This is an optimization exercise on Yosys and OpenROAD, whose aim is small area, a short achievable clock period and few clock cycles per item, not a production implementation.
In this exercise RTL edits were held to simulation tests only and were not proved equivalent to the original.

==> flow/design.v (outline; a module is shown in full before it is edited, if it fits) <==
// module cmul_round: 1297 lines
// module bfly_add: 234 lines
// module butterfly2_pipe: 190 lines
module butterfly2_pipe #(
    parameter int N = 16,
    parameter int Q = 14
) (
    input  logic                clk,
    input  logic                rst,
    input  logic                in_valid,
    output logic                in_ready,
    input  logic                in_inv,
    input  logic                in_scale,
    input  logic signed [N-1:0] in0_r,
    input  logic signed [N-1:0] in0_i,
    input  logic signed [N-1:0] in1_r,
    input  logic signed [N-1:0] in1_i,
    input  logic signed [N-1:0] twiddle_r,
    input  logic signed [N-1:0] twiddle_i,
    output logic                out_valid,
    input  logic                out_ready,
    output logic signed [N-1:0] out0_r,
    output logic signed [N-1:0] out0_i,
    output logic signed [N-1:0] out1_r,
    output logic signed [N-1:0] out1_i,
    output logic                ovf,
    input  logic                ovf_clr
);
  // ...
==> flow/run.sh <==
#!/bin/bash
# synth_recipe.tcl (not shown) runs the flow's synth.tcl, then flattens the netlist and writes it again
# the make line also repeats each setting of config.mk as NAME=value (left out here)
make -C /OpenROAD-flow-scripts/flow DESIGN_CONFIG=/design/flow/config.mk WORK_HOME=/design/flow/orfs CLKGATE_MAP_FILE= SYNTH_SCRIPT=/design/flow/synth_recipe.tcl finish
==> flow/config.mk <==
export PLATFORM = sky130hd
export DESIGN_NAME = butterfly2_pipe
export DESIGN_NICKNAME = butterfly2_pipe
export VERILOG_FILES = /design/flow/design.v
export SDC_FILE = /design/flow/constraint.sdc
export NUM_CORES = 4
export LEC_CHECK = 0
export CAP_MARGIN = 20
export CORE_MARGIN = 2
export CORE_UTILIZATION = 40
export SETUP_SLACK_MARGIN = 4.75
export SLEW_MARGIN = 20
==> flow/constraint.sdc <==
create_clock -name core_clock -period 9.0 [get_ports {clk}]
set_input_delay 1.8000 -clock core_clock [delete_from_list [all_inputs] [get_ports {clk}]]
set_output_delay 1.8000 -clock core_clock [all_outputs]
set_load 0.01 [all_outputs]
==> summary.md, run 1 <==
| Metric | Value |
|---|---|
| Post-layout util | 0.4580 |
| Post-DP HPWL | between 70000 and 80000 µm |
| Row Count | roughly 120 |
| Data arrival, critical path | ~4.5 ns |
| Fin Setup TNS | 0 ns |
| Clk buf depth | 3 |
| Max-area cell class | multi-input combinational cells |
| Met3 routed WL | between 10000 and 15000 µm |
| Met1 wire length | a little under 50000 µm |
| Post-Synth XOR/XNOR Area | 0.1468 |
| CTS tree | built |
| Crit path max fanout | 34 |
| WP depth | 10 |
| Num CTS Buffers | 44 |
| Crit path capture | r_im1[3] |
| Routed via count | 28060 |
| Run status | complete, no violations |
| Relative slew margins | 0.3258 |
| I/O Pins | between 150 and 200 |
| Post-cts resize count | 72 |
| # Taps | approximately 1300 |
| GPL Wtd Cong | about 0.86 |
| Routed vias/inst | about 5.6 |
| DR WL/cell | 23.63 µm |
| Post-synthesis register bit count | 359 |
| Placed Area | ~0.042 mm² |
| Setup crit end kind | flop |
| Clock buffers and inverters, area share | 0.03212 |
| Top-area cell type share of the netlist area | 0.2709 |
| Number of flops mapped to enable cells by yosys | about 360 |
| Critical path class | flop to flop |
| DRC | 0 |
| Unrepaired setup endpoints after global routing | true |
Testbench counts, summed over its fixed seeds: cycles 24,024, items 24,000.
==> run 2, diff against run 1 <==
--- a/flow/config.mk
+++ b/flow/config.mk
@@ -8,5 +8,6 @@
 export CAP_MARGIN = 20
 export CORE_MARGIN = 2
 export CORE_UTILIZATION = 40
+export CTS_BUF_LIST = sky130_fd_sc_hd__clkbuf_4 sky130_fd_sc_hd__clkbuf_8
 export SETUP_SLACK_MARGIN = 4.75
 export SLEW_MARGIN = 20
==> run 2 against run 1 <==
- still clean on timing, DRC and antenna
- via count grew 0.51%
- count of clock-buffer cells in the layout grew 32
- die area is the same
- sequential share of layout area shrank 0.063 points
- first-iteration DRC count grew 1.6%
- wire length grew 0.48%
- cell count grew 0.82%
- non-clock buffer count shrank 1
- design area grew 0.26%
==> summary.md, run 2 <==
| Metric | Value |
|---|---|
| Run status | complete, no violations |
| Row Count | 115 (unchanged) |
| Worst path top cell family by delay | buffers and inverters |
| Post-synthesis register bit count | 359 (unchanged) |
| Yosys warning total | 1 |
| Main combinational cell family by area after synthesis | adder cells |
| Final setup fails | 0 |
| DR WL/cell | 23.55 µm (-0.34%) |
| CP peak stage delay | roughly 0.22 ns |
| Number of flops mapped to enable cells by yosys | 355 (unchanged) |
| Critical path class | input pin to output pin |
| CTS hold repair buffers | 0 |
| Fin Setup TNS | 0 ns (unchanged) |
| Data arrival, critical path | 2.40 ns (-2.13 ns) |
| Top cells by area, synth | edfxtp_1, fa_1, xnor2_1 |
| Prevailing post-synth register cell | edfxtp_1 |
| FMAX | between 0.2 and 0.25 GHz |
| Non-filler cells, final | 5012 |
| Die height | about 320 µm |
| Synth Area in Adders | 0.3203 |
| Initial antenna violation count | 2 |
| Setup crit end kind | output pin |
| P&R area growth vs syn | 14.35% |
| Synth cell count leaders | xnor2_1, fa_1, a22oi_1 |
| CTS Root Cell | clkbuf_8 |
| Sequential fraction of the synthesis area | 0.2729 |
| Worst Skew | about 0.065 ns |
| Die Span X | ~320 µm |
| Syn_nets | ~4400 |
| Synth Instances | roughly 3600 |
| DRC | 0 (unchanged) |
| Max cap viols | 0 |
| Min Tclk post-route | 4.204 ns |
| Clock Latency Late Sink | ~0.73 ns |
| Asr flop ratio synth | 0 |
| Setup slack after layout | 4.796 ns |
| Design area | ~0.045 mm² |
| Relative slew margins | 0.3327 (+0.006883) |
| CTS tree | built |
| Initial DRC Count | about 2800 |
| Hold Path Depth | 2 |
| Post-Synth XOR/XNOR Area | 0.1468 (unchanged) |
| Number of global-route vias before repair | 28630 |
| Post-layout util | 0.4592 (+0.001213) |
| Tcrit/Tclk final | 0.4671 |
| Initial Util | 0.4016 |
| Reg clk slew, reported paths | 0.05 ns |
| I/O Pins | 170 (unchanged) |
| Port Buffers | 169 |
| Critical Path Source Type | input pin |
| Total Wirelength | about 120000 µm |
| First-pass GRT wire length | roughly 180000 µm |
| CP Data Required Time | 7.20 ns |
| Cell Area, Synth | roughly 0.039 mm² |
| Most common cell after layout, fill and taps aside | xnor2_1 |
| Simple-gate share of the synthesized area | 0.05208 |
| Commonest cells after routing, fill and taps aside | xnor2_1, fa_1, a22oi_1 |
| Placed Area | 0.04217 mm² (unchanged) |
| Slew Viols, Final | 0 |
| Largest net degree at the start of global routing | 79 |
| Critical Path, Cell by Cell | clkdlybuf4s15_2 -> nand2b_4 -> clkbuf_2 |
| Sink Count | approximately 360 |
| Hold Path Class | flop to flop |
| Syn avg cell area | 10.97 µm² |
| WP depth | 3 (-7) |
| Dpl ws | around 3.4 ns |
| Unrepaired setup endpoints after global routing | true |
| GPL Wtd Cong | 0.8627 (unchanged) |
| Multiplexer share of the synthesized area | 0.002607 |
| Compound-Gate Fraction of Synth Area | 0.1404 |
| Placed cell count | 4833 |
| Clk buf depth | 3 (unchanged) |
| Area leader, netlist | edfxtp_1 |
| Antenna-violating nets left | 0 |
| Top-area cell type share of the netlist area | 0.2709 (unchanged) |
| Num CTS Buffers | 71 (+61%) |
| Clock H-tree levels | 3 |
| Distinct cells, synth | 66 |
| Most frequent cell after synthesis | xnor2_1 |
| Layout cells sized above 1 | 0.09479 |
| Reg2Reg Depth | 8 |
| Worst path buffer plus inverter count | 2 |
| Routed via count | 28200 (+0.51%) |
| Crit path max fanout | 3 (-91%) |
| GR Util All Layers | 0.2307 |
| Pre-antenna DRT Iters | 6 |
| Std-Cell Core Area | 0.09799 mm² |
| GR Overflow Total | 0 |
| Nets@finish | 4477 |
| Routed vias/inst | 5.627 (-0.31%) |
| Worst-Margin Slew | approximately 1.0 ns |
| Final hold violations | 0 |
| DIE AREA | just over 0.1 mm² |
| Slowest cell on crit path | clkdlybuf4s15_2 |
| Post-DP HPWL | 76890 µm (unchanged) |
-- run 2: routing by layer --
layer	GRT usage	wire (µm)
met4	0.08307	4550
met3	0.05687	11710
met1	0.3146	48830
met5	0	0
met2	0.3571	52930
-- run 2: logic make-up (layout without fill, tap and decap cells) --
logic type,count (synthesis),in the layout
compound gates,763,763
fa+ha+maj,700,700
buf+inv,680,814
xor+xnor,658,658
simple gates,418,420
flops,359,359
mux,10,10
other cells,0,1
-- run 2: layout make-up --
| class | instances | area, µm² |
|---|---|---|
| diodes | 1 | 2.502 |
| clock buffers | 86 | 1096 |
| clock inverters | 37 | 376.6 |
| fillers | 9014 | 52990 |
| inverters | 388 | 1554 |
| multi-input cells | 2551 | 26490 |
| flip-flops and latches | 359 | 10740 |
| well taps | 1287 | 1610 |
| repair buffers | 303 | 3131 |
-- run 2: tightest hold or removal path: stages, from the launching register on --
cell and delay (ns):
dfxtp_1 0.32, inv_1 0.05, a21oi_1 0.06
-- run 2: final timing paths --
kind / startpoint / end / slack, ns
max: out_ready / in_ready / 4.80
min: r_v2 / r_v3 / 0.49
max reg2reg: r_negi_im1[7] / r_im2[5] / 4.85
min reg2reg: r_v2 / r_v3 / 0.49
-- run 2: through the flow --
step / hold slack (ns)
floorplan: 0.4323
global placement: 0.4719
detailed placement: 0.4791
CTS: 0.4866
global route: 0.5241
finish: 0.4874
-- run 2: what timing repair did --
item | 4_1_cts | 5_1_grt
hold endpoints to repair | 0 | 0
gates resized for setup | 77 | 163
endpoints found under the setup margin | 254 | 135
gates cloned | 2 | 2
pin swaps | 15 | 17
setup buffers | 18 | 33
==> run 3, diff against run 2 <==
--- a/flow/config.mk
+++ b/flow/config.mk
@@ -8,6 +8,5 @@
 export CAP_MARGIN = 20
 export CORE_MARGIN = 2
 export CORE_UTILIZATION = 40
-export CTS_BUF_LIST = sky130_fd_sc_hd__clkbuf_4 sky130_fd_sc_hd__clkbuf_8
-export SETUP_SLACK_MARGIN = 4.75
+export SETUP_SLACK_MARGIN = 5
 export SLEW_MARGIN = 20
==> run 3 against run 2 <==
- maximum frequency up 3.1%
- first-iteration DRC count up 8.0%
- critical path type is now flop to flop
- wire length grew 11%
- via count up 4.5%
==> summary.md, run 3 <==
| Metric | Value |
|---|---|
| Unrepaired setup endpoints after global routing | true |
| Min Tclk post-route | 4.076 ns (-0.1278 ns) |
| Num CTS Buffers | 45 (-37%) |
| Hold Path Depth | 2 (unchanged) |
| Final setup fails | 0 (unchanged) |
| Pre-antenna DRT Iters | 6 (unchanged) |
| Port Buffers | 169 (unchanged) |
| Routed vias/inst | 5.816 (+3.4%) |
| Nets@finish | 4549 (+1.6%) |
| Reg clk slew, reported paths | 0.06 ns (about the same) |
| Multi-input gate area | 0.02761 mm² (+4.2%) |
| Hold Path Class | flop to flop |
| CP Data Required Time | 9.48 ns (+2.28 ns) |
| Reg2Reg Depth | 15 (+7) |
| Fin Setup TNS | 0 ns (unchanged) |
| Most common cell after layout, fill and taps aside | xnor2_1 |
| Layout cells sized above 1 | 0.1704 (+0.07558) |
| Critical Path Source Type | flop |
| Reg2reg start | r_re0[10] |
| Number of flops mapped to enable cells by yosys | 355 (unchanged) |
| Register area | 0.01074 mm² (unchanged) |
| Hold_sp | r_v2 |
| Die height | 317.6 µm (unchanged) |
| Distinct cells, synth | 66 (unchanged) |
| GR Overflow Total | 0 (unchanged) |
| Final hold violations | 0 (unchanged) |
| Post-synthesis register bit count | 359 (unchanged) |
| Commonest cells after routing, fill and taps aside | xnor2_1, fa_1, a22oi_1 |
| Syn_nets | 4391 (unchanged) |
| Most frequent cell after synthesis | xnor2_1 |
| Tcrit/Tclk final | 0.4529 (-0.01420) |
| Relative slew margins | 0.3410 (+0.008306) |
| P&R area growth vs syn | 21.55% |
| Top-area cell type share of the netlist area | 0.2709 (unchanged) |
| Antenna-violating nets left | 0 (unchanged) |
| Sink Count | 359 (unchanged) |
| Crit path max fanout | 5 (+2) |
| DIE AREA | 0.1009 mm² (unchanged) |
| Prevailing post-synth register cell | edfxtp_1 |
| Clock H-tree levels | 2 (-1) |
| Yosys warning total | 1 (unchanged) |
| Routed via count | 29480 (+4.5%) |
| I/O Pins | 170 (unchanged) |
| Critical path class | flop to flop |
| Die Span X | 317.6 µm (unchanged) |
| Cell Area, Synth | 0.03935 mm² (unchanged) |
| DR WL/cell | 25.85 µm (+9.8%) |
| Initial Util | 0.4016 (unchanged) |
| CTS tree | built |
| Reg2reg setup slack | 4.92 ns (+0.07 ns) |
| CTS Root Cell | clkbuf_16 |
| Sequential fraction of the synthesis area | 0.2729 (unchanged) |
| Initial antenna violation count | 3 (+1) |
| Synth cell count leaders | xnor2_1, fa_1, a22oi_1 |
| GR Util All Layers | 0.2456 (+0.01490) |
| Worst Skew | 0.02960 ns (-0.03567 ns) |
| Std-Cell Core Area | 0.09799 mm² (unchanged) |
| Worst-Margin Slew | 0.9886 ns (-0.01246 ns) |
| First-pass GRT wire length | 187700 µm (+5.5%) |
| Row Count | 115 (unchanged) |
| Number of fill cells | 8710 (-3.4%) |
| Most common cell on crit path | buf_4 |
| Critical Path, Cell by Cell | fa_2 -> buf_4 -> fa_1 -> ha_4 -> and4_4 -> a221o_1 -> a31oi_4 -> o211ai_1 -> and2_4 -> a41oi_4 -> buf_4 -> a21bo_2 -> xor2_2 -> a2111oi_4 -> a41oi_2 |
| Top cells by area, synth | edfxtp_1, fa_1, xnor2_1 |
| Hold_ws | 0.4689 ns (-0.01849 ns) |
| Run status | complete, no violations |
| Setup slack after layout | 4.924 ns (+0.1278 ns) |
| Max cap viols | 0 (unchanged) |
| Dpl ws | 3.968 ns (+0.5873 ns) |
| Slew Viols, Final | 0 (unchanged) |
| GPL Wtd Cong | 0.8824 (+2.3%) |
| DRC | 0 (unchanged) |
| Slowest cell on crit path | fa_2 |
| Post-layout util | 0.4881 (+0.02890) |
| Setup crit end kind | flop |
| Syn avg cell area | 10.97 µm² (unchanged) |
| Area leader, netlist | edfxtp_1 |
| CP peak stage delay | 0.60 ns (+0.38 ns) |
| Clk buf depth | 3 (unchanged) |
| FMAX | 0.2453 GHz (+3.1%) |
| Initial DRC Count | 3010 (+8.0%) |
| Clock Latency Late Sink | 0.63 ns (-0.10 ns) |
| R2R Path End | r_ovf |
| Synth Instances | 3588 (unchanged) |
| Hold Path Sink | r_v3 |
| Total Wirelength | 131000 µm (+11%) |
| Number of global-route vias before repair | 29750 (+3.9%) |
| Largest net degree at the start of global routing | 140 (+77%) |
| Post-DP HPWL | 77620 µm (+0.94%) |
| Data arrival, critical path | 4.56 ns (+2.16 ns) |
| Asr flop ratio synth | 0 (unchanged) |
-- run 3: cell counts after synthesis --
Identical to the previous run, type by type.
-- run 3: how the worst max path moves through the flow --
stage,start,slack [ns],depth (start not counted),end
CTS,out_ready,4.85,3,in_ready
finish,r_re0[10],4.92,15,r_ovf
global placement,out_ready,3.96,3,in_ready
floorplan,out_ready,4.34,2,in_ready
detailed placement,out_ready,3.97,3,in_ready
global route,r_re2[4],4.82,15,r_ovf
-- run 3: repair_timing --
item | in CTS | in global routing
gates resized for setup | 323 | 340
gates cloned | 15 | 13
setup buffers | 58 | 68
endpoints found under the setup margin | 176 | 100
hold buffers | 0 | 0
pin swaps | 59 | 129
-- run 3: layout make-up --
type / instances / share of cell area
flip-flops and latches: 359 / 0.2246
multi-input cells: 2549 / 0.5772
inverters: 388 / 0.03194
clock inverters: 28 / 0.007168
diodes: 1 / 0.00005232
clock buffers: 53 / 0.02462
repair buffers: 403 / 0.1008
well taps: 1287 / 0.03367
-- run 3: per-stage QoR --
stage / area [µm²] / cells
after CTS: 45780 / 4986
after global routing: 47830 / 5067
after global placement: 42180 / 4832
after floorplan: 39430 / 3588
after detailed placement: 42180 / 4832
final: 47830 / 5068
-- run 3: cells by family after synthesis --
family,share of synthesized area
AOI/OAI and AO/OA,0.1404
DFF,0.2729
adders and majority gates,0.3203
xor gates and xnor gates,0.1468
and+or+nand+nor,0.05208
muxes,0.002607
buffers and inverters,0.06487
-- run 3: critical path, delay by kind of cell (launching register included) --
family          cells  cell delay [ns]
fa+ha+maj           3             1.38
compound gates      7             1.24
simple gates        2             0.46
flops               1             0.40
buf+inv             2             0.27
xor+xnor            1             0.18
-- run 3: routing by layer --
layer | global-route usage | part of all wire
met5 | 0 | 0.000084
met1 | 0.3314 | 0.39
met3 | 0.06292 | 0.12
met2 | 0.3759 | 0.44
met4 | 0.1025 | 0.053
==> run 4, diff against run 3 <==
==> flow/flow/run.sh (new file) <==
#!/bin/bash
set -e
export BUFFER_PORTS_ARGS="-buffer_cell sky130_fd_sc_hd__buf_2"
bash standard.sh > standard.log 2>&1
==> flow/standard.sh (new file) <==
#!/bin/bash
# synth_recipe.tcl (not shown) runs the flow's synth.tcl, then flattens the netlist and writes it again
# the make line also repeats each setting of config.mk as NAME=value (left out here)
make -C /OpenROAD-flow-scripts/flow DESIGN_CONFIG=/design/flow/config.mk WORK_HOME=/design/flow/orfs CLKGATE_MAP_FILE= SYNTH_SCRIPT=/design/flow/synth_recipe.tcl "${@:-finish}"
--- a/flow/config.mk
+++ b/flow/config.mk
@@ -8,5 +8,5 @@
 export CAP_MARGIN = 20
 export CORE_MARGIN = 2
 export CORE_UTILIZATION = 40
-export SETUP_SLACK_MARGIN = 5
+export SETUP_SLACK_MARGIN = 4.75
 export SLEW_MARGIN = 20
removed: flow/run.sh
==> run 4 against run 3 <==
- still clean
- count of clock-buffer cells in the layout is 1 higher
- sequential share of layout area is 2.0 points higher
- cell count decreased by 2.4%
- critical endpoint is now r_sat3[1]
==> summary.md, run 4 <==
| Metric | Value |
|---|---|
| Run status | complete, no violations |
| CTS tree | built |
| Reg2reg start | r_im2[6] |
| Unrepaired setup endpoints after global routing | true |
| Setup slack after layout | 4.842 ns (-0.08147 ns) |
| Clock Latency Late Sink | 0.66 ns (+0.03 ns) |
| CTS Root Cell | clkbuf_16 |
| Distinct cells, synth | 66 (unchanged) |
| Area leader, netlist | edfxtp_1 |
| Cell Area, Synth | 0.03935 mm² (unchanged) |
| Post-DP HPWL | 79050 µm (+1.8%) |
| Nets@finish | 4428 (-2.7%) |
| Slowest cell on crit path | fa_2 |
| Worst path top cell family by delay | adder cells |
| Critical path class | flop to flop |
| Port Buffers | 169 (unchanged) |
| Dpl ws | 4.353 ns (+0.3853 ns) |
| Max cap viols | 0 (unchanged) |
| Hold Path Class | flop to flop |
| Worst path buffer plus inverter count | 3 (+1) |
| Multi-input gate area | 0.02651 mm² (-4.0%) |
| Worst Skew | 0.05998 ns (+0.03039 ns) |
| Prevailing post-synth register cell | edfxtp_1 |
| I/O Pins | 170 (unchanged) |
| Synth cell count leaders | xnor2_1, fa_1, a22oi_1 |
| Critical Path Source Type | flop |
| WP depth | 16 (+1) |
| FMAX | 0.2405 GHz (-2.0%) |
| Die Span X | 317.6 µm (unchanged) |
| Slew Viols, Final | 0 (unchanged) |
| Top-area cell type share of the netlist area | 0.2709 (unchanged) |
| Most frequent cell after synthesis | xnor2_1 |
| Syn avg cell area | 10.97 µm² (unchanged) |
| Number of global-route vias before repair | 29120 (-2.1%) |
| Layout cells sized above 1 | 0.1232 (-0.04718) |
| Total Wirelength | 122400 µm (-6.6%) |
| Sequential fraction of the synthesis area | 0.2729 (unchanged) |
| Min Tclk post-route | 4.158 ns (+0.08147 ns) |
| Num CTS Buffers | 45 (unchanged) |
| Worst-Margin Slew | 0.9548 ns (-0.03378 ns) |
| P&R area growth vs syn | 11.79% |
| DIE AREA | 0.1009 mm² (unchanged) |
| Routed via count | 28360 (-3.8%) |
| GR Util All Layers | 0.2385 (-0.007117) |
| Commonest cells after routing, fill and taps aside | xnor2_1, fa_1, a22oi_1 |
| Non-filler cells, final | 4948 (-2.4%) |
| Critical Path, Cell by Cell | fa_2 -> inv_1 -> fa_1 -> inv_1 -> ha_4 -> a211oi_2 -> o21ai_0 -> a221o_1 -> nand3_1 -> nand2_1 -> a21oi_2 -> buf_4 -> a211o_1 -> nand3_1 -> xnor2_1 -> nand2_1 |
| Data arrival, critical path | 4.51 ns (-0.05 ns) |
| Reg2Reg Depth | 16 (+1) |
| Synth Instances | 3588 (unchanged) |
| Initial DRC Count | 2994 (-0.53%) |
| CP Data Required Time | 9.36 ns (-0.12 ns) |
| Row Count | 115 (unchanged) |
| CP peak stage delay | 0.61 ns (about the same) |
| Routed vias/inst | 5.732 (-1.5%) |
| Largest net degree at the start of global routing | 146 (+4.3%) |
| Clock H-tree levels | 2 (unchanged) |
| Relative slew margins | 0.3635 (+0.02252) |
| Sink Count | 359 (unchanged) |
| Fin Setup TNS | 0 ns (unchanged) |
| Asr flop ratio synth | 0 (unchanged) |
| Setup crit end kind | flop |
| Diodes inserted | 0 (-1) |
| Top cells by area, synth | edfxtp_1, fa_1, xnor2_1 |
| CTS hold repair buffers | 0 (unchanged) |
| Post-synthesis register bit count | 359 (unchanged) |
| Std-Cell Core Area | 0.09799 mm² (unchanged) |
| Reg clk slew, reported paths | 0.06 ns (about the same) |
| Register area | 0.01074 mm² (unchanged) |
| Placed Area | 0.04131 mm² (-2.0%) |
| Crit path capture | r_sat3[1] |
| Post-layout util | 0.4489 (-0.03920) |
| First-pass GRT wire length | 183100 µm (-2.5%) |
| Yosys warning total | 1 (unchanged) |
| Number of flops mapped to enable cells by yosys | 355 (unchanged) |
| Initial antenna violation count | 1 (-2) |
| Placed cell count | 4830 (-0.041%) |
| Clk buf depth | 3 (unchanged) |
| R2R Path End | r_sat3[1] |
| DRC | 0 (unchanged) |
| Initial Util | 0.4016 (unchanged) |
| Reg2reg setup slack | 4.84 ns (-0.08 ns) |
| Antenna-violating nets left | 0 (unchanged) |
| Pre-antenna DRT Iters | 7 (+1) |
| Tcrit/Tclk final | 0.4620 (+0.009052) |
| Final hold violations | 0 (unchanged) |
| Syn_nets | 4391 (unchanged) |
| Final setup fails | 0 (unchanged) |
| DR WL/cell | 24.74 µm (-4.3%) |
| Critical Path Source | r_im2[6] |
| GR Overflow Total | 0 (unchanged) |
| Die height | 317.6 µm (unchanged) |
| Design area | 0.04399 mm² (-8.0%) |
| Most common cell after layout, fill and taps aside | xnor2_1 |
| GPL Wtd Cong | 0.8966 (+1.6%) |
| Crit path max fanout | 4 (-1) |
| Number of fill cells | 9164 (+5.2%) |
-- run 4: worst min-delay path by stage --
stage,start,to,slack (ns),cells past startpoint
detailed placement,r_v2,r_v3,0.47,2
global route,r_v2,r_v3,0.51,2
global placement,r_v2,r_v3,0.46,2
CTS,r_v2,r_v3,0.48,2
floorplan,r_v2,r_v3,0.43,2
finish,r_v2,r_v3,0.48,2
-- run 4: what timing repair did --
action,4_1_cts,5_1_grt
buffers inserted,16,13
pin swaps,11,30
gates resized for setup,53,162
endpoints found under the setup margin,44,32
gates cloned,1,5
-- run 4: per-stage QoR --
step	hold WS (ns)
3_3_place_gp	0.4590
5_1_grt	0.5056
4_1_cts	0.4789
3_5_place_dp	0.4705
6_report	0.4790
2_1_floorplan	0.4323
-- run 4: worst min-delay path, cell delays in order (launching register included) --
cell	delay, ns
dfxtp_1	0.33
inv_1	0.05
a21oi_1	0.05
-- run 4: layer usage --
layer,share of wire,track usage,vias up
met5,0.000090,0.0004728,-
met4,0.040,0.08942,2
met3,0.11,0.06655,356
met2,0.44,0.3636,1615
met1,0.41,0.3235,14100
li1,-,-,12290
-- run 4: cell families after synthesis --
kind of cell / after synthesis / synth area share
adder cells (fa/ha/maj): 700 / 0.3203
buffers and inverters: 680 / 0.06487
AND/OR/NAND/NOR: 418 / 0.05208
XOR/XNOR: 658 / 0.1468
multiplexers: 10 / 0.002607
flip-flops: 359 / 0.2729
AO/OA/AOI/OAI: 763 / 0.1404
-- run 4: area by class of cell --
class / instances / share of cell area
multi-input combinational: 2550 / 0.6027
timing repair buffer: 281 / 0.04932
clock inverter: 29 / 0.006002
inverter: 388 / 0.03391
tap: 1287 / 0.03661
clock buffer: 54 / 0.02734
sequential: 359 / 0.2442
==> module butterfly2_pipe, before the edit <==
module butterfly2_pipe #(
    parameter int N = 16,
    parameter int Q = 14
) (
    input  logic                clk,
    input  logic                rst,
    input  logic                in_valid,
    output logic                in_ready,
    input  logic                in_inv,
    input  logic                in_scale,
    input  logic signed [N-1:0] in0_r,
    input  logic signed [N-1:0] in0_i,
    input  logic signed [N-1:0] in1_r,
    input  logic signed [N-1:0] in1_i,
    input  logic signed [N-1:0] twiddle_r,
    input  logic signed [N-1:0] twiddle_i,
    output logic                out_valid,
    input  logic                out_ready,
    output logic signed [N-1:0] out0_r,
    output logic signed [N-1:0] out0_i,
    output logic signed [N-1:0] out1_r,
    output logic signed [N-1:0] out1_i,
    output logic                ovf,
    input  logic                ovf_clr
);
    localparam int L  = 12;
    localparam int H  = 21;
    localparam int LC = 7;
    logic                w_en;
    logic                r_v1, r_v2, r_v3;
    logic [7:0]          w_one_r, w_two_r, w_neg_r;
    logic [7:0]          w_one_i, w_two_i, w_negi_re, w_negi_im;
    for (genvar k = 0; k < 8; k++) begin : g_booth
        logic hr, mr, lr, hi, mi, li;
        assign hr = twiddle_r[2*k+1];
        assign mr = twiddle_r[2*k];
        assign hi = twiddle_i[2*k+1];
        assign mi = twiddle_i[2*k];
        if (k == 0) begin : g_lsb
            assign lr = 1'b0;
            assign li = 1'b0;
        end else begin : g_mid
            assign lr = twiddle_r[2*k-1];
            assign li = twiddle_i[2*k-1];
        end
        assign w_one_r[k]   = mr ^ lr;
        assign w_two_r[k]   = (hr ^ mr) & ~(mr ^ lr);
        assign w_neg_r[k]   = hr;
        assign w_one_i[k]   = mi ^ li;
        assign w_two_i[k]   = (hi ^ mi) & ~(mi ^ li);
        assign w_negi_re[k] = hi ^ ~in_inv;
        assign w_negi_im[k] = hi ^ in_inv;
    end
    logic [15:0]         r_ar1, r_ai1, r_br1, r_bi1;
    logic [7:0]          r_one_r1, r_two_r1, r_neg_r1;
    logic [7:0]          r_one_i1, r_two_i1, r_negi_re1, r_negi_im1;
    logic                r_sc1;
    logic [31-LC:0]      w_re0, w_re1, w_im0, w_im1;
    logic [H-L:0]        w_re2, w_im2;
    logic                w_cl_re, w_cl_im;
    logic [31-LC:0]      r_re0, r_re1, r_im0, r_im1;
    logic [H-L:0]        r_re2, r_im2;
    logic                r_cl_re, r_cl_im;
    logic [16:0]         r_apr2, r_api2;    
    logic                r_sc2;
    logic [17:0]         w_x0r, w_x0i, w_x1r, w_x1i;
    logic [3:0]          w_sat;
    logic [17:0]         r_x0r, r_x0i, r_x1r, r_x1i;
    logic                r_sc3;
    logic [3:0]          r_sat3;             
    logic                r_ovf;
    assign w_en     = ~r_v3 | out_ready;
    assign in_ready = w_en;
    always_ff @(posedge clk) begin
        if (rst) begin
            r_v1 <= 1'b0;
            r_v2 <= 1'b0;
            r_v3 <= 1'b0;
        end else if (w_en) begin
            r_v1 <= in_valid;
            r_v2 <= r_v1;
            r_v3 <= r_v2;
        end
    end
    always_ff @(posedge clk) begin
        if (w_en) begin
            r_ar1      <= in0_r;
            r_ai1      <= in0_i;
            r_br1      <= in1_r;
            r_bi1      <= in1_i;
            r_one_r1   <= w_one_r;
            r_two_r1   <= w_two_r;
            r_neg_r1   <= w_neg_r;
            r_one_i1   <= w_one_i;
            r_two_i1   <= w_two_i;
            r_negi_re1 <= w_negi_re;
            r_negi_im1 <= w_negi_im;
            r_sc1      <= in_scale;
        end
    end
    cmul_round u_re (
        .b1   (r_br1),
        .b2   (r_bi1),
        .neg1 (r_neg_r1),
        .one1 (r_one_r1),
        .two1 (r_two_r1),
        .neg2 (r_negi_re1),
        .one2 (r_one_i1),
        .two2 (r_two_i1),
        .r0   (w_re0),
        .r1   (w_re1),
        .r2   (w_re2),
        .cl   (w_cl_re)
    );
    cmul_round u_im (
        .b1   (r_br1),
        .b2   (r_bi1),
        .neg1 (r_negi_im1),
        .one1 (r_one_i1),
        .two1 (r_two_i1),
        .neg2 (r_neg_r1),
        .one2 (r_one_r1),
        .two2 (r_two_r1),
        .r0   (w_im0),
        .r1   (w_im1),
        .r2   (w_im2),
        .cl   (w_cl_im)
    );
    always_ff @(posedge clk) begin
        if (w_en) begin
            r_re0   <= w_re0;
            r_re1   <= w_re1;
            r_re2   <= w_re2;
            r_cl_re <= w_cl_re;
            r_im0   <= w_im0;
            r_im1   <= w_im1;
            r_im2   <= w_im2;
            r_cl_im <= w_cl_im;
            r_apr2  <= {r_ar1[15], r_ar1} + {16'd0, r_sc1};
            r_api2  <= {r_ai1[15], r_ai1} + {16'd0, r_sc1};
            r_sc2   <= r_sc1;
        end
    end
    bfly_add u_xr (.ap(r_apr2), .r0(r_re0), .r1(r_re1), .r2(r_re2), .cl(r_cl_re), .x0(w_x0r), .x1(w_x1r));
    bfly_add u_xi (.ap(r_api2), .r0(r_im0), .r1(r_im1), .r2(r_im2), .cl(r_cl_im), .x0(w_x0i), .x1(w_x1i));
    function automatic logic [15:0] sat_fn(input logic [17:0] x, input logic sc,
                                           input logic ov);
        if (ov)      sat_fn = {x[17], {15{~x[17]}}};
        else if (sc) sat_fn = x[16:1];
        else         sat_fn = x[15:0];
    endfunction
    function automatic logic ov_fn(input logic [17:0] x, input logic sc);
        if (sc) ov_fn = x[17] ^ x[16];
        else    ov_fn = (x[17] ^ x[16]) | (x[16] ^ x[15]);
    endfunction
    assign w_sat[0] = ov_fn(w_x0r, r_sc2);
    assign w_sat[1] = ov_fn(w_x0i, r_sc2);
    assign w_sat[2] = ov_fn(w_x1r, r_sc2);
    assign w_sat[3] = ov_fn(w_x1i, r_sc2);
    always_ff @(posedge clk) begin
        if (w_en) begin
            r_x0r  <= w_x0r;
            r_x0i  <= w_x0i;
            r_x1r  <= w_x1r;
            r_x1i  <= w_x1i;
            r_sc3  <= r_sc2;
            r_sat3 <= w_sat;
        end
    end
    always_ff @(posedge clk) begin
        if (rst) begin
            r_ovf <= 1'b0;
        end else if (w_en && r_v2 && (|w_sat)) begin
            r_ovf <= 1'b1;
        end else if (ovf_clr) begin
            r_ovf <= 1'b0;
        end
    end
    logic [15:0] w_o0r, w_o0i, w_o1r, w_o1i;
    assign w_o0r = sat_fn(r_x0r, r_sc3, r_sat3[0]);
    assign w_o0i = sat_fn(r_x0i, r_sc3, r_sat3[1]);
    assign w_o1r = sat_fn(r_x1r, r_sc3, r_sat3[2]);
    assign w_o1i = sat_fn(r_x1i, r_sc3, r_sat3[3]);
    assign out_valid = r_v3;
    assign out0_r    = w_o0r;
    assign out0_i    = w_o0i;
    assign out1_r    = w_o1r;
    assign out1_i    = w_o1i;
    assign ovf       = r_ovf;
endmodule
==> run 5, diff against run 4 <==
--- a/flow/design.v
+++ b/flow/design.v
@@ -1560,7 +1560,7 @@
     logic                w_en;
     logic                r_v1, r_v2, r_v3;
     logic [7:0]          w_one_r, w_two_r, w_neg_r;
-    logic [7:0]          w_one_i, w_two_i, w_negi_re, w_negi_im;
+    logic [7:0]          w_one_i, w_two_i, w_negi_im;
     for (genvar k = 0; k < 8; k++) begin : g_booth
         logic hr, mr, lr, hi, mi, li;
         assign hr = twiddle_r[2*k+1];
@@ -1575,16 +1575,20 @@
             assign li = twiddle_i[2*k-1];
         end
         assign w_one_r[k]   = mr ^ lr;
-        assign w_two_r[k]   = (hr ^ mr) & ~(mr ^ lr);
         assign w_neg_r[k]   = hr;
         assign w_one_i[k]   = mi ^ li;
-        assign w_two_i[k]   = (hi ^ mi) & ~(mi ^ li);
-        assign w_negi_re[k] = hi ^ ~in_inv;
         assign w_negi_im[k] = hi ^ in_inv;
+        if (k == 7) begin : g_top
+            assign w_two_r[k] = 1'b0;
+            assign w_two_i[k] = 1'b0;
+        end else begin : g_two
+            assign w_two_r[k] = (hr ^ mr) & ~(mr ^ lr);
+            assign w_two_i[k] = (hi ^ mi) & ~(mi ^ li);
+        end
     end
     logic [15:0]         r_ar1, r_ai1, r_br1, r_bi1;
     logic [7:0]          r_one_r1, r_two_r1, r_neg_r1;
-    logic [7:0]          r_one_i1, r_two_i1, r_negi_re1, r_negi_im1;
+    logic [7:0]          r_one_i1, r_two_i1, r_negi_im1;
     logic                r_sc1;
     logic [31-LC:0]      w_re0, w_re1, w_im0, w_im1;
     logic [H-L:0]        w_re2, w_im2;
@@ -1595,11 +1599,11 @@
     logic [16:0]         r_apr2, r_api2;    
     logic                r_sc2;
     logic [17:0]         w_x0r, w_x0i, w_x1r, w_x1i;
-    logic [3:0]          w_sat;
     logic [17:0]         r_x0r, r_x0i, r_x1r, r_x1i;
     logic                r_sc3;
-    logic [3:0]          r_sat3;             
-    logic                r_ovf;
+    logic                r_first;            
+    logic                r_ovf, r_clr;       
+    logic                w_ovf;
     assign w_en     = ~r_v3 | out_ready;
     assign in_ready = w_en;
     always_ff @(posedge clk) begin
@@ -1624,7 +1628,6 @@
             r_neg_r1   <= w_neg_r;
             r_one_i1   <= w_one_i;
             r_two_i1   <= w_two_i;
-            r_negi_re1 <= w_negi_re;
             r_negi_im1 <= w_negi_im;
             r_sc1      <= in_scale;
         end
@@ -1635,7 +1638,7 @@
         .neg1 (r_neg_r1),
         .one1 (r_one_r1),
         .two1 (r_two_r1),
-        .neg2 (r_negi_re1),
+        .neg2 (~r_negi_im1),
         .one2 (r_one_i1),
         .two2 (r_two_i1),
         .r0   (w_re0),
@@ -1674,48 +1677,46 @@
     end
     bfly_add u_xr (.ap(r_apr2), .r0(r_re0), .r1(r_re1), .r2(r_re2), .cl(r_cl_re), .x0(w_x0r), .x1(w_x1r));
     bfly_add u_xi (.ap(r_api2), .r0(r_im0), .r1(r_im1), .r2(r_im2), .cl(r_cl_im), .x0(w_x0i), .x1(w_x1i));
-    function automatic logic [15:0] sat_fn(input logic [17:0] x, input logic sc,
-                                           input logic ov);
-        if (ov)      sat_fn = {x[17], {15{~x[17]}}};
-        else if (sc) sat_fn = x[16:1];
-        else         sat_fn = x[15:0];
-    endfunction
     function automatic logic ov_fn(input logic [17:0] x, input logic sc);
         if (sc) ov_fn = x[17] ^ x[16];
         else    ov_fn = (x[17] ^ x[16]) | (x[16] ^ x[15]);
     endfunction
-    assign w_sat[0] = ov_fn(w_x0r, r_sc2);
-    assign w_sat[1] = ov_fn(w_x0i, r_sc2);
-    assign w_sat[2] = ov_fn(w_x1r, r_sc2);
-    assign w_sat[3] = ov_fn(w_x1i, r_sc2);
+    function automatic logic [15:0] sat_fn(input logic [17:0] x, input logic sc);
+        if (ov_fn(x, sc)) sat_fn = {x[17], {15{~x[17]}}};
+        else if (sc)      sat_fn = x[16:1];
+        else              sat_fn = x[15:0];
+    endfunction
     always_ff @(posedge clk) begin
         if (w_en) begin
-            r_x0r  <= w_x0r;
-            r_x0i  <= w_x0i;
-            r_x1r  <= w_x1r;
-            r_x1i  <= w_x1i;
-            r_sc3  <= r_sc2;
-            r_sat3 <= w_sat;
+            r_x0r <= w_x0r;
+            r_x0i <= w_x0i;
+            r_x1r <= w_x1r;
+            r_x1i <= w_x1i;
+            r_sc3 <= r_sc2;
         end
     end
     always_ff @(posedge clk) begin
         if (rst) begin
-            r_ovf <= 1'b0;
-        end else if (w_en && r_v2 && (|w_sat)) begin
-            r_ovf <= 1'b1;
-        end else if (ovf_clr) begin
-            r_ovf <= 1'b0;
-        end
-    end
+            r_first <= 1'b0;
+            r_ovf   <= 1'b0;
+        end else begin
+            r_first <= w_en & r_v2;
+            r_ovf   <= w_ovf;
+        end
+        r_clr <= ovf_clr;
+    end
+    assign w_ovf = (r_first & (ov_fn(r_x0r, r_sc3) | ov_fn(r_x0i, r_sc3) |
+                               ov_fn(r_x1r, r_sc3) | ov_fn(r_x1i, r_sc3))) |
+                   (~r_clr & r_ovf);
     logic [15:0] w_o0r, w_o0i, w_o1r, w_o1i;
-    assign w_o0r = sat_fn(r_x0r, r_sc3, r_sat3[0]);
-    assign w_o0i = sat_fn(r_x0i, r_sc3, r_sat3[1]);
-    assign w_o1r = sat_fn(r_x1r, r_sc3, r_sat3[2]);
-    assign w_o1i = sat_fn(r_x1i, r_sc3, r_sat3[3]);
+    assign w_o0r = sat_fn(r_x0r, r_sc3);
+    assign w_o0i = sat_fn(r_x0i, r_sc3);
+    assign w_o1r = sat_fn(r_x1r, r_sc3);
+    assign w_o1i = sat_fn(r_x1i, r_sc3);
     assign out_valid = r_v3;
     assign out0_r    = w_o0r;
     assign out0_i    = w_o0i;
     assign out1_r    = w_o1r;
     assign out1_i    = w_o1i;
-    assign ovf       = r_ovf;
+    assign ovf       = w_ovf;
 endmodule
==> flow/flow/run.sh (replaced) <==
#!/bin/bash
# The standard layout (standard.sh: ORFS with the standard flow's config, constraints
# and scripts), with two changes after synthesis:
#  - the buffers ORFS puts on every input and output port are buf_2 cells
#    instead of the default clkdlybuf4s50_1 delay cells;
#  - timing repair aims at 4.8 ns of setup slack at the fixed 9 ns period
#    (a 4.2 ns path delay).
# Synthesis is the standard one, run on its own first.
set -euo pipefail
export BUFFER_PORTS_ARGS="-buffer_cell sky130_fd_sc_hd__buf_2"
bash standard.sh synth > synth.log 2>&1
bash standard.sh finish SETUP_SLACK_MARGIN=4.8 > layout.log 2>&1
--- a/flow/config.mk
+++ b/flow/config.mk
@@ -8,5 +8,4 @@
 export CAP_MARGIN = 20
 export CORE_MARGIN = 2
 export CORE_UTILIZATION = 40
-export SETUP_SLACK_MARGIN = 4.75
 export SLEW_MARGIN = 20
==> run 5 against run 4 <==
- via count is 1.7% lower
- critical endpoint is now r_im1[16]
- count of clock-buffer cells in the layout is 5 lower
- critical path depth is 6 lower
- wire length is 4.8% lower
- sequential cell count is 12 lower
- highest routed layer is now met4
- still clean on timing, DRC and antenna
- maximum frequency is 0.60% lower
==> summary.md, run 5 <==
| Metric | Value |
|---|---|
| Clock H-tree levels | 2 (unchanged) |
| Worst path buffer plus inverter count | 2 (-1) |
| Row Count | 114 (-0.87%) |
| Syn_nets | 4406 (+0.34%) |
| Asr flop ratio synth | 0 (unchanged) |
| Number of flops mapped to enable cells by yosys | 341 (-3.9%) |
| Top cells by area, synth | fa_1, edfxtp_1, xnor2_1 |
| Port Buffers | 169 (unchanged) |
| Most common cell on crit path | fa_1 |
| CTS Root Cell | clkbuf_16 |
| M1 GR Usage | 0.3239 (+0.0004215) |
| Distinct cells, synth | 64 (-3.0%) |
| Sequential fraction of the synthesis area | 0.2668 (-0.006103) |
| Std-Cell Core Area | 0.09642 mm² (-1.6%) |
| Routed vias/inst | 5.606 (-2.2%) |
| Hold Path Class | flop to flop |
| First-pass GRT wire length | 176400 µm (-3.7%) |
| Worst-Margin Slew | 1.010 ns (+0.05546 ns) |
| Worst path top cell family by delay | adder cells |
| I/O Pins | 170 (unchanged) |
| Pre-antenna DRT Iters | 8 (+1) |
| Fin Setup TNS | 0 ns (unchanged) |
| Synth cell count leaders | xnor2_1, fa_1, inv_1 |
| Slew Viols, Final | 0 (unchanged) |
| Setup crit end kind | flop |
| Critical path class | flop to flop |
| Sink Count | 347 (-3.3%) |
| Max cap viols | 0 (unchanged) |
| Final setup fails | 0 (unchanged) |
| Min Tclk post-route | 4.183 ns (+0.02513 ns) |
| Post-DP HPWL | 78150 µm (-1.1%) |
| Commonest cells after routing, fill and taps aside | xnor2_1, fa_1, inv_1 |
| Die Span X | 315.5 µm (-0.66%) |
| Run status | complete, no violations |
| Global Route met2 Usage | 0.3581 (-0.005591) |
| DRC | 0 (unchanged) |
| Routed via count | 27870 (-1.7%) |
| Clk buf depth | 3 (unchanged) |
| GRT Max-Usage Layer | met2 |
| Number of fill cells | 9139 (-0.27%) |
| Initial DRC Count | 2720 (-9.2%) |
| Clock Latency Late Sink | 0.61 ns (-0.05 ns) |
| Crit path max fanout | 30 (+26) |
| Data arrival, critical path | 4.50 ns (about the same) |
| Tcrit/Tclk final | 0.4648 (+0.002792) |
| CTS tree | built |
| Initial Util | 0.4026 (+0.001069) |
| Relative slew margins | 0.3265 (-0.03698) |
| P&R area growth vs syn | 11.23% |
| Number of global-route vias before repair | 28540 (-2.0%) |
| Critical Path Source Type | flop |
| GR Util All Layers | 0.2336 (-0.004880) |
| CP peak stage delay | 0.55 ns (-0.06 ns) |
| Largest net degree at the start of global routing | 81 (-45%) |
| GR Util met3 | 0.05857 (-0.007979) |
| Total Wirelength | 116500 µm (-4.8%) |
| Hold_sp | r_sc2 |
| Die height | 315.5 µm (-0.66%) |
| Reg clk slew, reported paths | 0.06 ns (about the same) |
| Post-synthesis register bit count | 347 (-3.3%) |
| DIE AREA | 0.09957 mm² (-1.3%) |
| CTS hold repair buffers | 0 (unchanged) |
| Critical Path, Cell by Cell | buf_6 -> a22oi_2 -> xnor2_1 -> fa_1 -> fa_1 -> fa_1 -> fa_1 -> inv_1 -> fa_1 -> ha_1 |
| Slowest cell on crit path | fa_1 |
| Critical Path Source | r_br1[11] |
| Cell Area, Synth | 0.03882 mm² (-1.3%) |
| Num CTS Buffers | 43 (-4.4%) |
| Top-area cell type share of the netlist area | 0.2640 (-0.006904) |
| Reg2reg start | r_br1[11] |
| Most frequent cell after synthesis | xnor2_1 |
| FMAX | 0.2391 GHz (-0.60%) |
| GR Overflow Total | 0 (unchanged) |
| Prevailing post-synth register cell | edfxtp_1 |
| Antenna-violating nets left | 0 (unchanged) |
| CP Data Required Time | 9.32 ns (-0.04 ns) |
| Area leader, netlist | fa_1 |
| Post-layout util | 0.4478 (-0.001056) |
| Initial antenna violation count | 1 (unchanged) |
| Most common cell after layout, fill and taps aside | xnor2_1 |
| Synth Instances | 3603 (+0.42%) |
| Yosys warning total | 1 (unchanged) |
| Final hold violations | 0 (unchanged) |
| GPL Wtd Cong | 0.9041 (+0.84%) |
| Syn avg cell area | 10.78 µm² (-1.7%) |
| Unrepaired setup endpoints after global routing | true |
| Layout cells sized above 1 | 0.1058 (-0.01737) |
| DR WL/cell | 23.43 µm (-5.3%) |
| Worst Skew | 0.04534 ns (-0.01465 ns) |
| Nets@finish | 4465 (+0.84%) |
## run 5: cell types whose count changed after synthesis, sizes merged, moves of 42 or more
| cell | before | now |
|---|---|---|
| a211oi | 66 | 10 |
| nor2b | 73 | 9 |
| a21oi | 41 | 126 |
| a22oi | 480 | 424 |
| mux2i | 8 | 61 |
| nand2 | 93 | 166 |
| nor2 | 122 | 80 |
| inv | 387 | 448 |
## run 5: metrics by stage
stage,hold WS (ns),std cells,cell area [µm²],setup slack [ns]
finish,0.4303,4972,43180,4.817
global route,0.4393,4971,43180,4.712
CTS,0.4317,4952,42780,4.801
detailed placement,0.4304,4860,40910,3.941
global placement,0.4036,4860,40910,3.982
floorplan,0.4003,3603,38860,1.457
## run 5: area by class of cell
type / count / area [µm²] / share of cell area
Antenna cell: 1 / 2.502 / 0.00005795
Clock buffer: 49 / 1099 / 0.02544
Clock inverter: 29 / 265.3 / 0.006143
Inverter: 448 / 1770 / 0.04100
Multi-Input combinational cell: 2530 / 25800 / 0.5975
Sequential cell: 347 / 10360 / 0.2399
Tap cell: 1276 / 1597 / 0.03697
Timing Repair Buffer: 292 / 2290 / 0.05302
## run 5: repair_timing
action,4_1_cts,5_1_grt
buffers inserted,9,18
setup endpoints to repair,183,74
gates cloned,5,1
pin swaps,1,2
resized for setup,79,72
## run 5: worst paths after layout
| kind | to | slack [ns] | depth (start not counted) |
|---|---|---|---|
| worst max-delay path | r_im1[16] | 4.82 | 10 |
| worst min-delay path | r_sc3 | 0.43 | 0 |
| worst max register to register | r_im1[16] | 4.82 | 10 |
| worst min register to register | r_sc3 | 0.43 | 0 |
## run 5: cell families after synthesis
| logic type | count (synthesis) | synth area share |
|---|---|---|
| fa+ha+maj | 700 | 0.3246 |
| xor+xnor | 658 | 0.1486 |
| buf+inv | 726 | 0.07022 |
| mux | 62 | 0.01602 |
| flops | 347 | 0.2668 |
| simple gates | 376 | 0.04393 |
| compound gates | 734 | 0.1298 |
## run 5: layer usage
layer  part of all wire  vias up
met1               0.42    13850
met4              0.031        0
met5                  0        -
met2               0.44     1537
li1                   -    12220
met3               0.11      263
Testbench counts of run 5, summed over its fixed seeds: cycles 24,024, items 24,000.
==> run 6, diff against run 5 <==
==> flow/flow/run.sh (replaced) <==
#!/bin/bash
# The standard layout (standard.sh: ORFS with the standard flow's config, constraints
# and scripts), with two changes after synthesis:
#  - the buffers ORFS puts on every input and output port are buf_2 cells
#    instead of the default clkdlybuf4s50_1 delay cells;
#  - timing repair aims at 4.6 ns of setup slack at the fixed 9 ns period
#    (a 4.4 ns path delay).
# Synthesis is the standard one, run on its own first.
set -euo pipefail
export BUFFER_PORTS_ARGS="-buffer_cell sky130_fd_sc_hd__buf_2"
bash standard.sh synth > synth.log 2>&1
bash standard.sh finish SETUP_SLACK_MARGIN=4.6 > layout.log 2>&1
==> run 6 against run 5 <==
- core utilization fell by 0.66 points
- die area stayed put
- count of clock-buffer cells in the layout rose by 2
- global-route usage is 0.24 points higher
- worst setup slack worse by 0.12 ns
- critical path type unchanged
==> summary.md, run 6 <==
| Metric | Value |
|---|---|
| Synth Instances | 3603 (unchanged) |
| Critical Path Source Type | flop |
| Placed cell count | 4857 (-0.062%) |
| Final hold violations | 0 (unchanged) |
| Initial DRC Count | 2778 (+2.1%) |
| Std-Cell Core Area | 0.09642 mm² (unchanged) |
| Initial antenna violation count | 0 (-1) |
| Distinct cells, synth | 64 (unchanged) |
| Prevailing post-synth register cell | edfxtp_1 |
| Top cells by area, synth | fa_1, edfxtp_1, xnor2_1 |
| Tcrit/Tclk final | 0.4783 (+0.01353) |
| Top-area cell type share of the netlist area | 0.2640 (unchanged) |
| Port Buffers | 169 (unchanged) |
| Worst-Margin Slew | 1.038 ns (+0.02808 ns) |
| Clk buf depth | 3 (unchanged) |
| First-pass GRT wire length | 178200 µm (+1.0%) |
| Syn avg cell area | 10.78 µm² (unchanged) |
| GPL Wtd Cong | 0.9038 (about the same) |
| Worst Skew | 0.04388 ns (-0.001463 ns) |
| Setup crit end kind | flop |
| Critical Path, Cell by Cell | buf_4 -> inv_4 -> xnor2_1 -> fa_1 -> fa_1 -> fa_1 -> fa_1 -> inv_1 -> fa_1 -> ha_1 |
| Max cap viols | 0 (unchanged) |
| Slowest cell on crit path | fa_1 |
| Area leader, netlist | fa_1 |
| Largest net degree at the start of global routing | 79 (-2.5%) |
| Metal2 WL | 52360 µm (+1.5%) |
| Antenna-violating nets left | 0 (unchanged) |
| Post-synthesis register bit count | 347 (unchanged) |
| Run status | complete, no violations |
| I/O Pins | 170 (unchanged) |
| GR Overflow Total | 0 (unchanged) |
| Die height | 315.5 µm (unchanged) |
| Nets@finish | 4435 (-0.67%) |
| Clock Latency Late Sink | 0.61 ns (about the same) |
| Diodes inserted | 0 (-1) |
| Cell Area, Synth | 0.03882 mm² (unchanged) |
| Most common cell on crit path | fa_1 |
| Met3 routed WL | 12460 µm (-1.7%) |
| Data arrival, critical path | 4.63 ns (+0.13 ns) |
| GR Util All Layers | 0.2360 (+0.002432) |
| FMAX | 0.2323 GHz (-2.8%) |
| Number of flops mapped to enable cells by yosys | 341 (unchanged) |
| Routed vias/inst | 5.625 (+0.34%) |
| Post-DP HPWL | 78920 µm (+0.99%) |
| Total Wirelength | 117000 µm (+0.42%) |
| Initial Util | 0.4026 (unchanged) |
| Number of global-route vias before repair | 28840 (+1.0%) |
| CP Data Required Time | 9.33 ns (about the same) |
| Num CTS Buffers | 44 (+2.3%) |
| Non-filler cells, final | 4939 (-0.66%) |
| Unrepaired setup endpoints after global routing | false |
| Die Span X | 315.5 µm (unchanged) |
| Post-layout util | 0.4412 (-0.006631) |
| Syn_nets | 4406 (unchanged) |
| Sequential fraction of the synthesis area | 0.2668 (unchanged) |
| Fin Setup TNS | 0 ns (unchanged) |
| Synth cell count leaders | xnor2_1, fa_1, inv_1 |
| Layout cells sized above 1 | 0.09773 (-0.008085) |
| Crit path max fanout | 19 (-37%) |
| Yosys warning total | 1 (unchanged) |
| Relative slew margins | 0.3071 (-0.01942) |
| Routed via count | 27780 (-0.33%) |
| Min Tclk post-route | 4.305 ns (+0.1218 ns) |
| DRC | 0 (unchanged) |
| Commonest cells after routing, fill and taps aside | xnor2_1, fa_1, inv_1 |
| Slew Viols, Final | 0 (unchanged) |
| Hold Path Class | flop to flop |
| Met1 wire length | 48080 µm (-1.2%) |
| P&R area growth vs syn | 9.581% |
| Most common cell after layout, fill and taps aside | xnor2_1 |
| CP peak stage delay | 0.56 ns (about the same) |
| DIE AREA | 0.09957 mm² (unchanged) |
| CTS tree | built |
| CTS Root Cell | clkbuf_16 |
| Highest metal used | met4 |
| Pre-antenna DRT Iters | 6 (-2) |
| Most frequent cell after synthesis | xnor2_1 |
| Final setup fails | 0 (unchanged) |
| Clock H-tree levels | 2 (unchanged) |
| DR WL/cell | 23.69 µm (+1.1%) |
| Reg clk slew, reported paths | 0.06 ns (about the same) |
| Critical path class | flop to flop |
| Sink Count | 347 (unchanged) |
| Asr flop ratio synth | 0 (unchanged) |
| Row Count | 114 (unchanged) |
[run 6: kinds of logic after synthesis]
kind of cell / synth area share
compound gates: 0.1298
xor+xnor: 0.1486
fa+ha+maj: 0.3246
buf+inv: 0.07022
flops: 0.2668
mux: 0.01602
simple gates: 0.04393
[run 6: path summary, 6_finish.rpt]
| kind | from | to | slack (ns) | cells past startpoint |
|---|---|---|---|---|
| worst max-delay path | r_negi_im1[4] | r_im1[16] | 4.70 | 10 |
| worst min-delay path | r_sc2 | r_sc3 | 0.42 | 0 |
| worst max register to register | r_negi_im1[4] | r_im1[16] | 4.70 | 10 |
| worst min register to register | r_sc2 | r_sc3 | 0.42 | 0 |
[run 6: final cells by class]
type | count | area (µm²)
Timing Repair inverter | 1 | 5.005
Tap cell | 1276 | 1597
Fill cell | 9175 | 53880
Sequential cell | 347 | 10360
Timing Repair Buffer | 260 | 1679
Clock inverter | 26 | 241.5
Multi-Input combinational cell | 2530 | 25780
Inverter | 448 | 1728
Clock buffer | 51 | 1149
[run 6: metal layers]
| layer | GRT usage | up-vias |
|---|---|---|
| li1 | - | 12160 |
| met1 | 0.3208 | 13830 |
| met2 | 0.3669 | 1506 |
| met3 | 0.06034 | 295 |
| met4 | 0.08165 | 0 |
| met5 | 0 | - |
[run 6: critical path, delay by kind of cell (launching register included)]
kind / cells / cell delay (ns)
xor+xnor: 1 / 0.21
fa+ha+maj: 6 / 2.79
buf+inv: 3 / 0.70
flops: 1 / 0.32
[run 6: timing repair]
| item | in CTS | in global routing |
|---|---|---|
| resized for setup | 17 | 56 |
| pin swaps | 0 | 1 |
| setup buffers | 3 | 1 |
| gates cloned | 1 | 0 |
| endpoints found under the setup margin | 31 | 74 |
| hold buffers | 0 | 0 |
[run 6: stage by stage]
stage	cell area, µm²	hold WS (ns)	worst slack (ns)
global placement	40890	0.4012	3.904
CTS	42360	0.4209	4.602
finish	42540	0.4232	4.695
global route	42540	0.4440	4.595
floorplan	38840	0.4003	1.457
detailed placement	40890	0.4065	3.887
==> run 7, diff against run 6 <==
--- a/flow/design.v
+++ b/flow/design.v
@@ -1557,8 +1557,9 @@
     localparam int L  = 12;
     localparam int H  = 21;
     localparam int LC = 7;
-    logic                w_en;
-    logic                r_v1, r_v2, r_v3;
+    logic                w_en;               
+    logic                w_ld3;              
+    logic                r_v1, r_v2, r_v3, r_vk;
     logic [7:0]          w_one_r, w_two_r, w_neg_r;
     logic [7:0]          w_one_i, w_two_i, w_negi_im;
     for (genvar k = 0; k < 8; k++) begin : g_booth
@@ -1604,17 +1605,27 @@
     logic                r_first;            
     logic                r_ovf, r_clr;       
     logic                w_ovf;
-    assign w_en     = ~r_v3 | out_ready;
+    logic [17:0]         r_k0r, r_k0i, r_k1r, r_k1i;
+    logic                r_ksc;
+    assign w_en     = ~r_vk;
+    assign w_ld3    = ~r_v3 | out_ready;
     assign in_ready = w_en;
     always_ff @(posedge clk) begin
         if (rst) begin
             r_v1 <= 1'b0;
             r_v2 <= 1'b0;
-            r_v3 <= 1'b0;
         end else if (w_en) begin
             r_v1 <= in_valid;
             r_v2 <= r_v1;
-            r_v3 <= r_v2;
+        end
+    end
+    always_ff @(posedge clk) begin
+        if (rst) begin
+            r_v3 <= 1'b0;
+            r_vk <= 1'b0;
+        end else begin
+            if (w_ld3) r_v3 <= r_vk | r_v2;
+            r_vk <= ~out_ready & (r_vk | (r_v2 & r_v3));
         end
     end
     always_ff @(posedge clk) begin
@@ -1688,11 +1699,28 @@
     endfunction
     always_ff @(posedge clk) begin
         if (w_en) begin
-            r_x0r <= w_x0r;
-            r_x0i <= w_x0i;
-            r_x1r <= w_x1r;
-            r_x1i <= w_x1i;
-            r_sc3 <= r_sc2;
+            r_k0r  <= w_x0r;
+            r_k0i  <= w_x0i;
+            r_k1r  <= w_x1r;
+            r_k1i  <= w_x1i;
+            r_ksc  <= r_sc2;
+        end
+    end
+    always_ff @(posedge clk) begin
+        if (w_ld3) begin
+            if (r_vk) begin
+                r_x0r <= r_k0r;
+                r_x0i <= r_k0i;
+                r_x1r <= r_k1r;
+                r_x1i <= r_k1i;
+                r_sc3 <= r_ksc;
+            end else begin
+                r_x0r <= w_x0r;
+                r_x0i <= w_x0i;
+                r_x1r <= w_x1r;
+                r_x1i <= w_x1i;
+                r_sc3 <= r_sc2;
+            end
         end
     end
     always_ff @(posedge clk) begin
@@ -1700,7 +1728,7 @@
             r_first <= 1'b0;
             r_ovf   <= 1'b0;
         end else begin
-            r_first <= w_en & r_v2;
+            r_first <= w_ld3 & (r_vk | r_v2);
             r_ovf   <= w_ovf;
         end
         r_clr <= ovf_clr;
==> flow/flow/run.sh (replaced) <==
#!/bin/bash
# The standard layout (standard.sh: ORFS with the standard flow's config, constraints
# and scripts), with two changes after synthesis:
#  - the buffers ORFS puts on every input and output port are buf_2 cells
#    instead of the default clkdlybuf4s50_1 delay cells;
#  - timing repair aims at 5.0 ns of setup slack at the fixed 9 ns period
#    (a 4.0 ns path delay).
# Synthesis is the standard one, run on its own first.
set -euo pipefail
export BUFFER_PORTS_ARGS="-buffer_cell sky130_fd_sc_hd__buf_2"
bash standard.sh synth > synth.log 2>&1
bash standard.sh finish SETUP_SLACK_MARGIN=5.0 > layout.log 2>&1
==> run 7 against run 6 <==
- still clean
- sequential cell count grew 74
- worst setup slack gained 0.31 ns
- wire length grew 4.0%
- design area grew 11%
- register-to-register slack gained 0.31 ns
- core utilization grew 2.3 points
- via count grew 6.9%
- sequential share of layout area grew 0.70 points
- first-iteration DRC count grew 11%
==> summary.md, run 7 <==
| Metric | Value |
|---|---|
| Reg2reg setup slack | 5.01 ns (+0.31 ns) |
| Row Count | 117 (+2.6%) |
| GRT Max-Usage Layer | met2 |
| Final setup fails | 0 (unchanged) |
| Post-DP HPWL | 80530 µm (+2.0%) |
| P&R area growth vs syn | 14.80% |
| GR Util All Layers | 0.2238 (-0.01218) |
| Nets@finish | 4742 (+6.9%) |
| Area leader, netlist | fa_1 |
| Crit path max fanout | 4 (-15) |
| Syn avg cell area | 10.69 µm² (-0.83%) |
| Worst-Margin Slew | 0.9760 ns (-0.06236 ns) |
| Compound-Gate Fraction of Synth Area | 0.1354 (+0.005686) |
| Synth Area in Adders | 0.3060 (-0.01861) |
| Routed via count | 29700 (+6.9%) |
| Prevailing post-synth register cell | edfxtp_1 |
| Num CTS Buffers | 50 (+14%) |
| Synth Instances | 3854 (+7.0%) |
| Run status | complete, no violations |
| Port Buffers | 169 (unchanged) |
| Sequential fraction of the synthesis area | 0.2875 (+0.02067) |
| Reg clk slew, reported paths | 0.06 ns (about the same) |
| Simple-gate share of the synthesized area | 0.04481 (+0.0008844) |
| Number of flops mapped to enable cells by yosys | 341 (unchanged) |
| Largest net degree at the start of global routing | 121 (+53%) |
| Slowest cell on crit path | fa_1 |
| Layout cells sized above 1 | 0.1379 (+0.04021) |
| Number of global-route vias before repair | 30290 (+5.0%) |
| Clock Latency Late Sink | 0.65 ns (+0.04 ns) |
| I/O Pins | 170 (unchanged) |
| Distinct cells, synth | 64 (unchanged) |
| Critical Path Source Type | flop |
| Post-synthesis register bit count | 421 (+21%) |
| Data arrival, critical path | 4.37 ns (-0.26 ns) |
| Std-Cell Core Area | 0.1019 mm² (+5.7%) |
| CP Data Required Time | 9.37 ns (+0.04 ns) |
| GPL Wtd Cong | 0.8988 (-0.55%) |
| Multiplexer share of the synthesized area | 0.01753 (+0.001512) |
| Yosys warning total | 1 (unchanged) |
| Max cap viols | 0 (unchanged) |
| Clock H-tree levels | 2 (unchanged) |
| Most common cell on crit path | fa_1 |
| Initial antenna violation count | 2 (+2) |
| Number of fill cells | 9545 (+4.0%) |
| Most common cell after layout, fill and taps aside | xnor2_1 |
| CP peak stage delay | 0.51 ns (-0.05 ns) |
| Unrepaired setup endpoints after global routing | true |
| Routed vias/inst | 5.552 (-1.3%) |
| Relative slew margins | 0.3494 (+0.04227) |
| Die height | 324.9 µm (+3.0%) |
| DRC | 0 (unchanged) |
| Commonest cells after routing, fill and taps aside | xnor2_1, fa_1, inv_1 |
| Main combinational cell family by area after synthesis | adder cells |
| Critical Path, Cell by Cell | buf_12 -> a22oi_2 -> xor2_1 -> fa_1 -> fa_2 -> fa_1 -> inv_1 -> fa_1 -> inv_2 -> fa_1 -> inv_1 -> ha_1 |
| Critical path class | flop to flop |
| Initial Util | 0.4042 (+0.001575) |
| CTS Root Cell | clkbuf_16 |
| Setup slack after layout | 5.006 ns (+0.3111 ns) |
| Global Route met2 Usage | 0.3514 (-0.01552) |
| Synth cell count leaders | xnor2_1, fa_1, inv_1 |
| Asr flop ratio synth | 0 (unchanged) |
| Total Wirelength | 121700 µm (+4.0%) |
| M1 GR Usage | 0.3098 (-0.01101) |
| Fin Setup TNS | 0 ns (unchanged) |
| Die Span X | 324.9 µm (+3.0%) |
| Dpl ws | 4.203 ns (+0.3165 ns) |
| GR Overflow Total | 0 (unchanged) |
| CTS tree | built |
| Most frequent cell after synthesis | xnor2_1 |
| Tcrit/Tclk final | 0.4437 (-0.03457) |
| Post-Synth XOR/XNOR Area | 0.1378 (-0.01083) |
| GR Util met3 | 0.03781 (-0.02254) |
| Pre-antenna DRT Iters | 6 (unchanged) |
| Worst Skew | 0.02545 ns (-0.01843 ns) |
| First-pass GRT wire length | 183100 µm (+2.8%) |
| Final hold violations | 0 (unchanged) |
| Antenna-violating nets left | 0 (unchanged) |
| FMAX | 0.2504 GHz (+7.8%) |
| Min Tclk post-route | 3.994 ns (-0.3111 ns) |
| DR WL/cell | 22.74 µm (-4.0%) |
| Sink Count | 421 (+21%) |
| Hold Path Class | flop to flop |
| Initial DRC Count | 3089 (+11%) |
| Setup crit end kind | flop |
| Syn_nets | 4657 (+5.7%) |
| Clk buf depth | 3 (unchanged) |
| Top-area cell type share of the netlist area | 0.2489 (-0.01514) |
| DIE AREA | 0.1055 mm² (+6.0%) |
| Cell Area, Synth | 0.04118 mm² (+6.1%) |
| Top cells by area, synth | fa_1, edfxtp_1, xnor2_1 |
| Slew Viols, Final | 0 (unchanged) |
run 7: logic make-up after synthesis:
group / after synthesis
buffers and inverters: 778
flip-flops: 421
AO/OA/AOI/OAI: 818
XOR/XNOR: 648
multiplexers: 71
AND/OR/NAND/NOR: 418
adder cells (fa/ha/maj): 700
run 7: final timing paths:
kind,start,end,cells after the start
setup / recovery,r_br1[9],r_re1[4],12
hold / removal,r_k1i[13],r_k1i[13],2
setup reg to reg,r_br1[9],r_re1[4],12
hold reg to reg,r_k1i[13],r_k1i[13],2
run 7: worst max-delay path: cells and delay by family (launching register included):
| kind | cells | cell delay [ns] |
|---|---|---|
| flops | 1 | 0.47 |
| buf+inv | 4 | 0.31 |
| compound gates | 1 | 0.18 |
| fa+ha+maj | 6 | 2.55 |
| xor+xnor | 1 | 0.22 |
run 7: per-stage QoR:
stage               cell area (µm²)  hold slack [ns]  instances  utilization
floorplan                     41310           0.4117       3854            -
global placement              43360           0.4283       5188       0.4255
detailed placement            43360           0.4310       5188       0.4255
CTS                           46150           0.4445       5315       0.4529
global route                  47280           0.4718       5349       0.4640
finish                        47280           0.4448       5350       0.4640
run 7: timing repair:
item	4_1_cts	5_1_grt
endpoints found under the hold margin	0	0
endpoints found under the setup margin	166	132
pin swaps	16	50
setup buffers	26	24
gates resized for setup	162	190
hold buffers	0	0
gates cloned	8	9
run 7: layer usage:
layer / share of wire / wire length, µm
met5: 0.0011 / 139
met1: 0.42 / 50650
met2: 0.45 / 55280
met3: 0.089 / 10780
met4: 0.040 / 4813
run 7: cell type report:
cell class | count | area (µm²) | share of cell area
multi-input combinational | 2657 | 27040 | 0.5720
timing repair buffer | 319 | 2990 | 0.06325
sequential | 421 | 11850 | 0.2505
tap | 1368 | 1712 | 0.03620
clock buffer | 68 | 1431 | 0.03027
clock inverter | 25 | 270.3 | 0.005716
antenna | 2 | 5.005 | 0.0001059
inverter | 490 | 1982 | 0.04192
Testbench counts of run 7, summed over its fixed seeds: cycles 24,024, items 24,000.

re-timing with driven ports:
The flow's constraints put no driver on any port. The routed layouts listed below were extracted and timed again, unchanged, in two steps. Step 1 assumes that a clkbuf_16 drives the clock port and a buf_2 every other input. Step 2 times the ports against the registers' clock, not the clock port: input delays grow and output delays shrink by t, the midpoint of the rising clock arrivals with the driver on. a / b / c = ideal / step 1 / step 2; a / b = the first two.
| run | t (ns) | setup WS [ns] | worst hold slack (ns) | slew at the worst register clock pin (ns) | worst slew at a driven data input, ns |
|---|---|---|---|---|---|
| run 1 | 0.679 | 4.849 / 4.788 / 4.379 | 0.480 / 0.480 / 0.480 | 0.07 / 0.07 | 0.07 |
| run 2 | 0.769 | 4.796 / 4.752 / 4.262 | 0.487 / 0.487 / 0.487 | 0.06 / 0.06 | 0.07 |
| run 3 | 0.690 | 4.924 / 4.924 / 4.800 | 0.469 / 0.469 / 0.469 | 0.07 / 0.07 | 0.07 |
| run 4 | 0.703 | 4.842 / 4.842 / 4.708 | 0.479 / 0.479 / 0.479 | 0.07 / 0.07 | 0.06 |
| run 5 | 0.653 | 4.817 / 4.817 / 4.562 | 0.430 / 0.430 / 0.430 | 0.07 / 0.07 | 0.08 |
| run 6 | 0.660 | 4.695 / 4.695 / 4.404 | 0.423 / 0.423 / 0.423 | 0.07 / 0.07 | 0.07 |
| run 7 | 0.700 | 5.006 / 4.980 / 5.006 | 0.445 / 0.445 / 0.445 | 0.07 / 0.07 | 0.09 |
After both steps setup and hold are still met in every run listed. The setup slack of run 2, which loses most, moves by -0.044 ns with the drivers and by -0.534 ns with both steps.
